Background: an optimization exercise with open tools, aiming at a short achievable clock period and few clock cycles. Do not read the settings as production practice.
In this exercise RTL edits were held to simulation tests only and were not proved equivalent to the original.
Power figures rest on the tool's default switching activity, not on a simulated workload.

$ cat flow/config.mk
export PLATFORM = sky130hd
export DESIGN_NAME = cache_top
export DESIGN_NICKNAME = cache_top
export VERILOG_FILES = /design/flow/design.v
export SDC_FILE = /design/flow/constraint.sdc
export NUM_CORES = 4
export LEC_CHECK = 0
export CAP_MARGIN = 20
export CORE_MARGIN = 2
export CORE_UTILIZATION = 40
export SLEW_MARGIN = 20
$ cat flow/constraint.sdc
create_clock -name core_clock -period 10.0 [get_ports {clk}]
set_input_delay 2.0000 -clock core_clock [delete_from_list [all_inputs] [get_ports {clk}]]
set_output_delay 2.0000 -clock core_clock [all_outputs]
set_load 0.01 [all_outputs]
$ cat flow/design.v
`default_nettype none
package cache_pkg;
    localparam int addr_bits   = 32;
    localparam int word_bits   = 32;
    localparam int byte_lanes  = 4;
    localparam int index_bits  = 4;
    localparam int offset_bits = 2;
    localparam int tag_bits    = addr_bits - index_bits - offset_bits;
    localparam int num_lines   = 1 << index_bits;
    typedef enum logic [6:0] {
        op_load  = 7'h03,
        op_store = 7'h23
    } opcode_e;
    typedef enum logic [2:0] {
        acc_byte   = 3'd0,
        acc_half   = 3'd1,
        acc_word   = 3'd2,
        acc_byte_u = 3'd4,
        acc_half_u = 3'd5
    } access_e;
    typedef enum logic [2:0] {
        st_idle,
        st_lookup,
        st_writeback,
        st_refill,
        st_respond
    } cache_state_e;
    typedef struct packed {
        logic                    is_store;
        logic [2:0]              kind;      
        logic [tag_bits-1:0]     tag;
        logic [index_bits-1:0]   index;
        logic [offset_bits-1:0]  offset;
        logic [word_bits-1:0]    wdata;
        logic [byte_lanes-1:0]   be;
    } cache_access_t;
    typedef struct packed {
        logic                    start;
        logic                    we;
        logic [addr_bits-1:0]    addr;
        logic [word_bits-1:0]    wdata;
    } mem_req_t;
    typedef struct packed {
        logic                    en;
        logic [index_bits-1:0]   index;
        logic [byte_lanes-1:0]   be;
        logic [word_bits-1:0]    data;
        logic                    set_valid;
        logic                    set_dirty;
        logic [tag_bits-1:0]     tag;
    } line_wr_t;
endpackage
`default_nettype wire
`timescale 1ns/1ps
`default_nettype none
import cache_pkg::*;
module cache_req_decoder (
    input  logic                 clk,
    input  logic                 rst_b,
    input  logic                 req_valid,
    input  logic [6:0]           req_opcode,
    input  logic [2:0]           req_funct3,
    input  logic [addr_bits-1:0] req_addr,
    input  logic [word_bits-1:0] req_wdata,
    input  logic                 busy,
    output logic                 ready,
    output logic                 acc_valid,
    output cache_pkg::cache_access_t        acc
);
    logic                   accept;
    logic                   is_store;
    logic                   is_mem;
    logic [offset_bits-1:0] offset;
    logic [2*word_bits-1:0] doubled;
    logic [word_bits-1:0]   lane_data;
    logic [byte_lanes-1:0]  lane_be;
    cache_pkg::cache_access_t          acc_nx;
    assign ready    = !busy && !acc_valid;
    assign accept   = req_valid && ready;
    assign offset   = req_addr[offset_bits-1:0];
    assign is_store = (req_opcode == op_store);
    assign is_mem   = is_store || (req_opcode == op_load);
    assign doubled = {req_wdata, req_wdata} << {offset, 3'b000};
    always_comb begin
        lane_data = req_wdata;
        lane_be   = '0;
        if (is_store) begin
            case (req_funct3)
                acc_byte: begin
                    lane_data = doubled[2*word_bits-1:word_bits];
                    lane_be   = 4'b0001 << offset;
                end
                acc_half: begin
                    lane_data = doubled[2*word_bits-1:word_bits];
                    case (offset)
                        2'd0:    lane_be = 4'b0011;
                        2'd1:    lane_be = 4'b0110;
                        2'd2:    lane_be = 4'b1100;
                        default: lane_be = 4'b1001;
                    endcase
                end
                acc_word: lane_be = '1;
                default:  lane_be = '0;
            endcase
        end
    end
    always_comb begin
        acc_nx.is_store = is_store;
        acc_nx.kind     = req_funct3;
        acc_nx.tag      = req_addr[addr_bits-1 -: tag_bits];
        acc_nx.index    = req_addr[offset_bits +: index_bits];
        acc_nx.offset   = offset;
        acc_nx.wdata    = lane_data;
        acc_nx.be       = lane_be;
    end
    always_ff @(posedge clk or negedge rst_b) begin
        if (!rst_b) begin
            acc_valid <= 1'b0;
        end else begin
            acc_valid <= accept && is_mem;
        end
    end
    always_ff @(posedge clk) begin
        if (accept) begin
            acc <= acc_nx;
        end
    end
endmodule
`default_nettype wire
`timescale 1ns/1ps
`default_nettype none
import cache_pkg::*;
module cache_line_store (
    input  logic                  clk,
    input  logic                  rst_b,
    input  logic [index_bits-1:0] rd_index,
    output logic                  rd_valid,
    output logic                  rd_dirty,
    output logic [tag_bits-1:0]   rd_tag,
    output logic [word_bits-1:0]  rd_data,
    input  cache_pkg::line_wr_t              wr
);
    logic                 valid_q [num_lines];
    logic                 dirty_q [num_lines];
    logic [tag_bits-1:0]  tag_q   [num_lines];
    logic [word_bits-1:0] data_q  [num_lines];
    assign rd_valid = valid_q[rd_index];
    assign rd_dirty = dirty_q[rd_index];
    assign rd_tag   = tag_q[rd_index];
    assign rd_data  = data_q[rd_index];
    always_ff @(posedge clk or negedge rst_b) begin
        if (!rst_b) begin
            for (int i = 0; i < num_lines; i++) begin
                valid_q[i] <= 1'b0;
                dirty_q[i] <= 1'b0;
            end
        end else if (wr.en) begin
            valid_q[wr.index] <= wr.set_valid;
            dirty_q[wr.index] <= wr.set_dirty;
        end
    end
    always_ff @(posedge clk) begin
        if (wr.en) begin
            tag_q[wr.index] <= wr.tag;
            for (int b = 0; b < byte_lanes; b++) begin
                if (wr.be[b]) begin
                    data_q[wr.index][8*b +: 8] <= wr.data[8*b +: 8];
                end
            end
        end
    end
endmodule
`default_nettype wire
`timescale 1ns/1ps
`default_nettype none
import cache_pkg::*;
module cache_load_format (
    input  logic [word_bits-1:0]   word,
    input  logic [2:0]                kind,
    input  logic [offset_bits-1:0] offset,
    output logic [word_bits-1:0]   result
);
    logic [2*word_bits-1:0] doubled;
    logic [7:0]             byte_sel;
    logic [15:0]            half_sel;
    assign doubled  = {word, word} >> {offset, 3'b000};
    assign byte_sel = doubled[7:0];
    assign half_sel = doubled[15:0];
    always_comb begin
        case (kind)
            acc_byte:   result = {{(word_bits-8){byte_sel[7]}}, byte_sel};
            acc_half:   result = {{(word_bits-16){half_sel[15]}}, half_sel};
            acc_word:   result = word;
            acc_byte_u: result = {{(word_bits-8){1'b0}}, byte_sel};
            acc_half_u: result = {{(word_bits-16){1'b0}}, half_sel};
            default:    result = '0;
        endcase
    end
endmodule
`default_nettype wire
`timescale 1ns/1ps
`default_nettype none
import cache_pkg::*;
module cache_ctrl (
    input  logic                  clk,
    input  logic                  rst_b,
    input  logic                  acc_valid,
    input  cache_pkg::cache_access_t         acc,
    output logic                  busy,
    output logic [index_bits-1:0] index,
    input  logic                  line_valid,
    input  logic                  line_dirty,
    input  logic [tag_bits-1:0]   line_tag,
    input  logic [word_bits-1:0]  line_data,
    output cache_pkg::line_wr_t              line_wr,
    output cache_pkg::mem_req_t              mem_req,
    input  logic                  mem_done,
    input  logic [word_bits-1:0]  mem_rdata,
    output logic                  resp_valid,
    output logic [word_bits-1:0]  resp_rdata
);
    cache_pkg::cache_state_e         state;
    cache_pkg::mem_req_t             mem_q;
    logic                 hit;
    logic                 refill_done;
    logic [word_bits-1:0] load_word;
    assign index       = acc.index;
    assign hit         = line_valid && (line_tag == acc.tag);
    assign busy        = (state != st_idle);
    assign mem_req     = mem_q;
    assign refill_done = (state == st_refill) && mem_q.start && mem_done;
    assign resp_valid  = (state == st_respond);
    assign resp_rdata  = (resp_valid && !acc.is_store) ? load_word : '0;
    cache_load_format u_load_format (
        .word   (line_data),
        .kind   (acc.kind),
        .offset (acc.offset),
        .result (load_word)
    );
    always_ff @(posedge clk or negedge rst_b) begin
        if (!rst_b) begin
            state <= st_idle;
            mem_q <= '0;
        end else begin
            case (state)
                st_idle: begin
                    if (acc_valid) begin
                        state <= hit ? st_respond : st_lookup;
                    end
                end
                st_lookup: begin
                    if (line_valid && line_dirty) begin
                        mem_q.start <= 1'b1;
                        mem_q.we    <= 1'b1;
                        mem_q.addr  <= {line_tag, acc.index, {offset_bits{1'b0}}};
                        mem_q.wdata <= line_data;
                        state       <= st_writeback;
                    end else begin
                        state <= st_refill;
                    end
                end
                st_writeback: begin
                    if (mem_done) begin
                        mem_q.start <= 1'b0;
                        mem_q.we    <= 1'b0;
                        state       <= st_refill;
                    end
                end
                st_refill: begin
                    if (!mem_q.start) begin
                        mem_q.start <= 1'b1;
                        mem_q.we    <= 1'b0;
                        mem_q.addr  <= {acc.tag, acc.index, {offset_bits{1'b0}}};
                    end else if (mem_done) begin
                        mem_q.start <= 1'b0;
                        state       <= st_respond;
                    end
                end
                st_respond: state <= st_idle;
                default:    state <= st_idle;
            endcase
        end
    end
    always_comb begin
        line_wr           = '0;
        line_wr.index     = acc.index;
        line_wr.tag       = acc.tag;
        line_wr.set_valid = 1'b1;
        if (refill_done) begin
            line_wr.en        = 1'b1;
            line_wr.be        = '1;
            line_wr.data      = mem_rdata;
            line_wr.set_dirty = 1'b0;
        end else if (resp_valid && acc.is_store && (acc.be != '0)) begin
            line_wr.en        = 1'b1;
            line_wr.be        = acc.be;
            line_wr.data      = acc.wdata;
            line_wr.set_dirty = 1'b1;
        end
    end
endmodule
`default_nettype wire
`timescale 1ns/1ps
`default_nettype none
import cache_pkg::*;
module cache_top (
    input  logic                 clk,
    input  logic                 rst_b,
    input  logic                 req_valid,
    input  logic [6:0]           req_opcode,
    input  logic [2:0]           req_funct3,
    input  logic [addr_bits-1:0] req_addr,
    input  logic [word_bits-1:0] req_wdata,
    output logic                 ready,
    output logic                 resp_valid,
    output logic [word_bits-1:0] resp_rdata,
    output logic                 mem_start,
    output logic                 mem_we,
    output logic [addr_bits-1:0] mem_addr,
    output logic [word_bits-1:0] mem_wdata,
    input  logic                 mem_done,
    input  logic [word_bits-1:0] mem_rdata
);
    logic                  acc_valid;
    cache_pkg::cache_access_t         acc;
    logic                  busy;
    logic [index_bits-1:0] line_index;
    logic                  line_valid;
    logic                  line_dirty;
    logic [tag_bits-1:0]   line_tag;
    logic [word_bits-1:0]  line_data;
    cache_pkg::line_wr_t              line_wr;
    cache_pkg::mem_req_t              mem_req;
    assign mem_start = mem_req.start;
    assign mem_we    = mem_req.we;
    assign mem_addr  = mem_req.addr;
    assign mem_wdata = mem_req.wdata;
    cache_req_decoder u_decoder (
        .clk        (clk),
        .rst_b      (rst_b),
        .req_valid  (req_valid),
        .req_opcode (req_opcode),
        .req_funct3 (req_funct3),
        .req_addr   (req_addr),
        .req_wdata  (req_wdata),
        .busy       (busy),
        .ready      (ready),
        .acc_valid  (acc_valid),
        .acc        (acc)
    );
    cache_line_store u_line_store (
        .clk      (clk),
        .rst_b    (rst_b),
        .rd_index (line_index),
        .rd_valid (line_valid),
        .rd_dirty (line_dirty),
        .rd_tag   (line_tag),
        .rd_data  (line_data),
        .wr       (line_wr)
    );
    cache_ctrl u_ctrl (
        .clk        (clk),
        .rst_b      (rst_b),
        .acc_valid  (acc_valid),
        .acc        (acc),
        .busy       (busy),
        .index      (line_index),
        .line_valid (line_valid),
        .line_dirty (line_dirty),
        .line_tag   (line_tag),
        .line_data  (line_data),
        .line_wr    (line_wr),
        .mem_req    (mem_req),
        .mem_done   (mem_done),
        .mem_rdata  (mem_rdata),
        .resp_valid (resp_valid),
        .resp_rdata (resp_rdata)
    );
endmodule
`default_nettype wire
$ cat flow/run.sh
#!/bin/bash
# synth_recipe.tcl (not shown) runs the flow's synth.tcl, then flattens the netlist and writes it again
# the make line also repeats each setting of config.mk as NAME=value (left out here)
make -C /OpenROAD-flow-scripts/flow DESIGN_CONFIG=/design/flow/config.mk WORK_HOME=/design/flow/orfs CLKGATE_MAP_FILE= SYNTH_SCRIPT=/design/flow/synth_recipe.tcl finish
==> impl_summary.log <==
INFO  metric dieHeight = 342.0 µm
INFO  metric hpwl = 79.36 mm
INFO  metric groute.layer.met1.usage = 32.16%
INFO  metric p_switching = 3.891 mW
INFO  metric yosysMostFrequentCell = sky130_fd_sc_hd__edfxtp_1
INFO  metric final_critical_path_setup_slack = 1.954 ns
INFO  metric hold-path-endpoint = u_line_store.valid_q[4]$_DFFE_PN0P_
INFO  metric critPathKind = reg -> out
INFO  metric detail_route.first_pass.iterations = 5
INFO  metric grtUsageMet3 = 4.034%
INFO  metric ctsLongestPathBuffers = 3
INFO  metric vias = 25140
INFO  metric timing_hold_violations_final = 0
INFO  metric worstHoldPathCells = 2
INFO  metric ys_top_cells_by_area = sky130_fd_sc_hd__edfxtp_1, sky130_fd_sc_hd__mux4_2, sky130_fd_sc_hd__dfrtp_1
INFO  metric worst_path_dominant_cell_family = multiplexers
INFO  metric tritoncts = done
INFO  metric tritoncts.num_buffers = 111
INFO  metric globalRouteTotalUtil = 21.48%
INFO  metric cts_resized = 0
INFO  metric worst_ep_required_time = 8.00 ns
INFO  metric synth.yosys.warnings = 6
INFO  metric rr_endpoint = u_ctrl.state[2]$_DFFE_PN0P_
INFO  metric worstPathMaxFanout = 39
INFO  metric final_gp_congestion = 0.8495
INFO  metric clk_pin_slew = 0.06 ns
INFO  metric power.combinational.fraction = 22.8%
INFO  metric mappedNetlistArea = 45700 µm²
INFO  metric initial_utilization = 40.13%
INFO  metric syn_area_per_cell = 18.56 µm²
INFO  metric p_sw_share = 29.36%
INFO  metric run_status = complete, no violations
INFO  metric timing.critical_path.cells = buf_4 -> mux4_2 -> mux4_2 -> mux4_2 -> nand2_1 -> or3_1 -> o21ai_1 -> nand2b_1 -> nand2_1 -> clkdlybuf4s50_1
INFO  metric rows = 124
INFO  metric cts-htree-levels = 3
INFO  metric rsz0062_at_grt = no
INFO  metric first_pass_grt_wire_length = 180.3 mm
INFO  metric crit_path_max_incr_delay = 0.84 ns
INFO  metric antenna_violating_nets_left = 0
INFO  metric synthDominantCellAreaShare = 65.71%
INFO  metric flow.area_growth_from_synthesis = 16.54%
INFO  metric multi_input_comb_area = 12300 µm²
INFO  metric layout_min_cycle_time = 8.046 ns
INFO  metric numPortBuffers = 207
INFO  metric area.sequential = 32620 µm²
INFO  metric ir_drop = 0.1518 mV
INFO  metric antenna_found_initial = 6
INFO  metric holdCritStartpoint = u_line_store.valid_q[4]$_DFFE_PN0P_
INFO  metric fin_tns_setup = 0 ns
INFO  metric synth_seq_cells = 1104
INFO  metric synth_async_sr_flop_share = 9.058%
INFO  metric finalMaxSlewViolations = 0
INFO  metric reg2regPathDepth = 10
INFO  metric critical_path.n_buffers_inverters = 2
INFO  metric ys_top_cells_by_count = sky130_fd_sc_hd__edfxtp_1, sky130_fd_sc_hd__mux4_2, sky130_fd_sc_hd__nand2_1
INFO  metric end_kind = primary output
INFO  metric pin_count_of_the_biggest_net_entering_global_routing = 130
INFO  metric synth-edff-count = 1000
INFO  metric use_met2 = 32.67%
INFO  metric arrival = 6.05 ns
INFO  metric max_freq = 124.3 MHz
INFO  metric worstMarginPinSlew = 1.186 ns
INFO  metric design.core.area = 113900 µm²
INFO  metric detail_route.vias_per_cell = 5.857
INFO  metric leakage = 17.14 nW
INFO  metric postLayoutCellArea = 53260 µm²
INFO  metric first_global_vias = 24920
INFO  metric worst_path_max_delay_cell = sky130_fd_sc_hd__dfxtp_4
INFO  metric cpMostUsedCell = sky130_fd_sc_hd__mux4_2
INFO  metric cts-root-buf = sky130_fd_sc_hd__clkbuf_16
INFO  metric hold_path.class = reg -> reg
INFO  metric layout.nets = 2797
INFO  metric detailed_place.area = 49370 µm²
INFO  metric maxSlewHeadroom = 20.61%
INFO  metric worst-r2r-setup-slack = 4.62 ns
INFO  metric synth_top_cell_by_area = sky130_fd_sc_hd__edfxtp_1
INFO  metric finClkSkew = 0.03488 ns
INFO  metric dp_slack = 2.536 ns
INFO  metric postCtsSetupBuffers = 0
INFO  metric number_of_remaining_drc_errors = 0
INFO  metric synth-main-ff-cell = sky130_fd_sc_hd__edfxtp_1
INFO  metric pwr_density_cell = 248.9 nW/µm²
INFO  metric layout-drive-gt1-share = 23.27%
INFO  metric wl_per_cell = 29.53 µm
INFO  metric die_w = 342.0 µm
INFO  metric setup_violators_final = 0
INFO  metric intPower = 9.363 mW
INFO  metric busiest_layer = met2
INFO  metric final_wirelength = 126.7 mm
INFO  metric filler_cell_count = 9534
INFO  metric worstSkewPairLatency = 0.71 ns
INFO  metric synth_cell_types = 76
INFO  metric ys_seq_area_share = 71.36%
INFO  metric fin_crit_sh = 80.46%
INFO  metric cts_hold_buf = 0
INFO  metric gr-total-overflow = 0
INFO  metric postSynthCellCount = 2462
INFO  metric drtIter0Drc = 2740
INFO  metric max_capacitance_violation_count = 0
INFO  metric share_clk_of_total_power = 32.8%
INFO  metric tritoncts_num_sinks = 1104
INFO  metric die_area = 117000 µm²
INFO  metric sequential_share_of_power = 44.4%
INFO  metric critPathLaunchType = flop
INFO  metric ios = 210
INFO  metric n_antenna_cell = 0
==> power groups by stage <==
stage	sequential [mW]	clock [mW]	combinational, mW
after floorplan	5.82	0	1.90
after global placement	5.97	0	2.99
after detailed placement	5.99	0	3.03
after CTS	5.89	4.40	3.04
after global routing	5.93	4.58	3.22
final	5.89	4.34	3.02
==> per-stage QoR <==
step | std cells | hold WS [ns] | total power [mW] | utilization, %
after global routing | 4292 | 0.4811 | 13.74 | 46.77
after detailed placement | 4077 | 0.4430 | 9.014 | 43.35
after floorplan | 2463 | 0.4143 | 7.712 | -
final | 4292 | 0.4615 | 13.25 | 46.77
after global placement | 4076 | 0.4287 | 8.953 | 43.32
after CTS | 4288 | 0.4578 | 13.34 | 46.72
==> registers in the layout (all words and copies together), names as in the netlist, named ones only <==
register,cells
u_ctrl.mem_q,64
u_ctrl.state,3
u_decoder.acc,72
u_decoder.acc_valid,1
u_line_store.data_q,512
u_line_store.dirty_q,16
u_line_store.tag_q,416
u_line_store.valid_q,16
==> worst min-delay path, delay by kind of cell, from the launching register on <==
kind                   cells  cell delay, ns
AND/OR/NAND/NOR            1            0.06
buffers and inverters      1            0.05
flip-flops                 1            0.32
==> cell usage in the layout, fill, tap and decap left out, drive strengths merged, types with 6 or more instances in the layout <==
cell type	n
a21oi	47
a22oi	19
dfrtp	100
nor3	6
nand3	30
clkbuf	145
a31oi	17
clkinv	38
xnor2	15
xor2	7
mux2	96
nand2	153
buf	52
clkinvlp	13
mux2i	73
o21ai	82
a221oi	7
a22o	33
edfxtp	1000
nand2b	23
and3	14
and2	11
bufinv	15
clkdlybuf4s50	204
nor2b	22
a211oi	8
inv	38
mux4	284
a2111oi	7
nor2	121
==> cells by family (layout without fill, tap and decap cells) <==
kind of cell / Yosys count / count (layout) / share of synthesized area, %
XOR/XNOR: 22 / 22 / 0.4216
buffers and inverters: 188 / 505 / 1.884
adder cells (fa/ha/maj): 5 / 5 / 0.1369
flip-flops: 1104 / 1104 / 71.36
other: 1 / 2 / 0.008205
AND/OR/NAND/NOR: 408 / 408 / 4.055
multiplexers: 453 / 453 / 17.96
AO/OA/AOI/OAI: 281 / 281 / 4.178
==> worst max path at each step <==
stage	endpoint	slack [ns]	cells past startpoint	start
2_1_floorplan	resp_rdata[10]	5.06	8	flop
3_3_place_gp	resp_rdata[22]	2.64	10	flop
3_5_place_dp	resp_rdata[18]	2.54	10	flop
4_1_cts	resp_rdata[18]	1.77	10	flop
5_1_grt	resp_rdata[20]	1.54	10	flop
6_report	resp_rdata[21]	1.95	10	flop
==> routing by layer <==
metal | up-vias | part of all wire [%]
met1 | 13370 | 44
met5 | - | 0.010
li1 | 10390 | -
met2 | 1214 | 46
met3 | 163 | 8.0
met4 | 2 | 2.0
==> final cells by class <==
cell class,count,share of cell area (%)
inverter,38,0.2772
multi-input combinational,1171,23.10
clock inverter,66,1.494
tap,1512,3.552
sequential,1104,61.25
clock buffer,145,5.704
timing repair buffer,256,4.623
Testbench counts, summed over its fixed seeds: cycles 215,989.

## afterwards: timing with drivers on the ports
Ports are ideal in the flow. The routed layout listed here was re-timed in OpenROAD.
Step 1, drivers: a clkbuf_16 drives clk and a buf_2 each remaining input, both assumed.
Step 2 also shifts input and output timing later by t, the mid clock arrival at the registers, as if the neighbouring blocks saw the same clock.
a / b / c = ideal ports / drivers / drivers and shift; a / b = the first two.
t (ns): 0.758
slack for setup (ns): 1.954 / 1.885 / 2.644
worst register clock-pin slew, ns: 0.07 / 0.07
worst slew at a driven data input, ns: 0.07
After both steps setup and hold are still met in this run. The setup slack of this run moves by -0.069 ns with the drivers and by +0.690 ns with both steps.
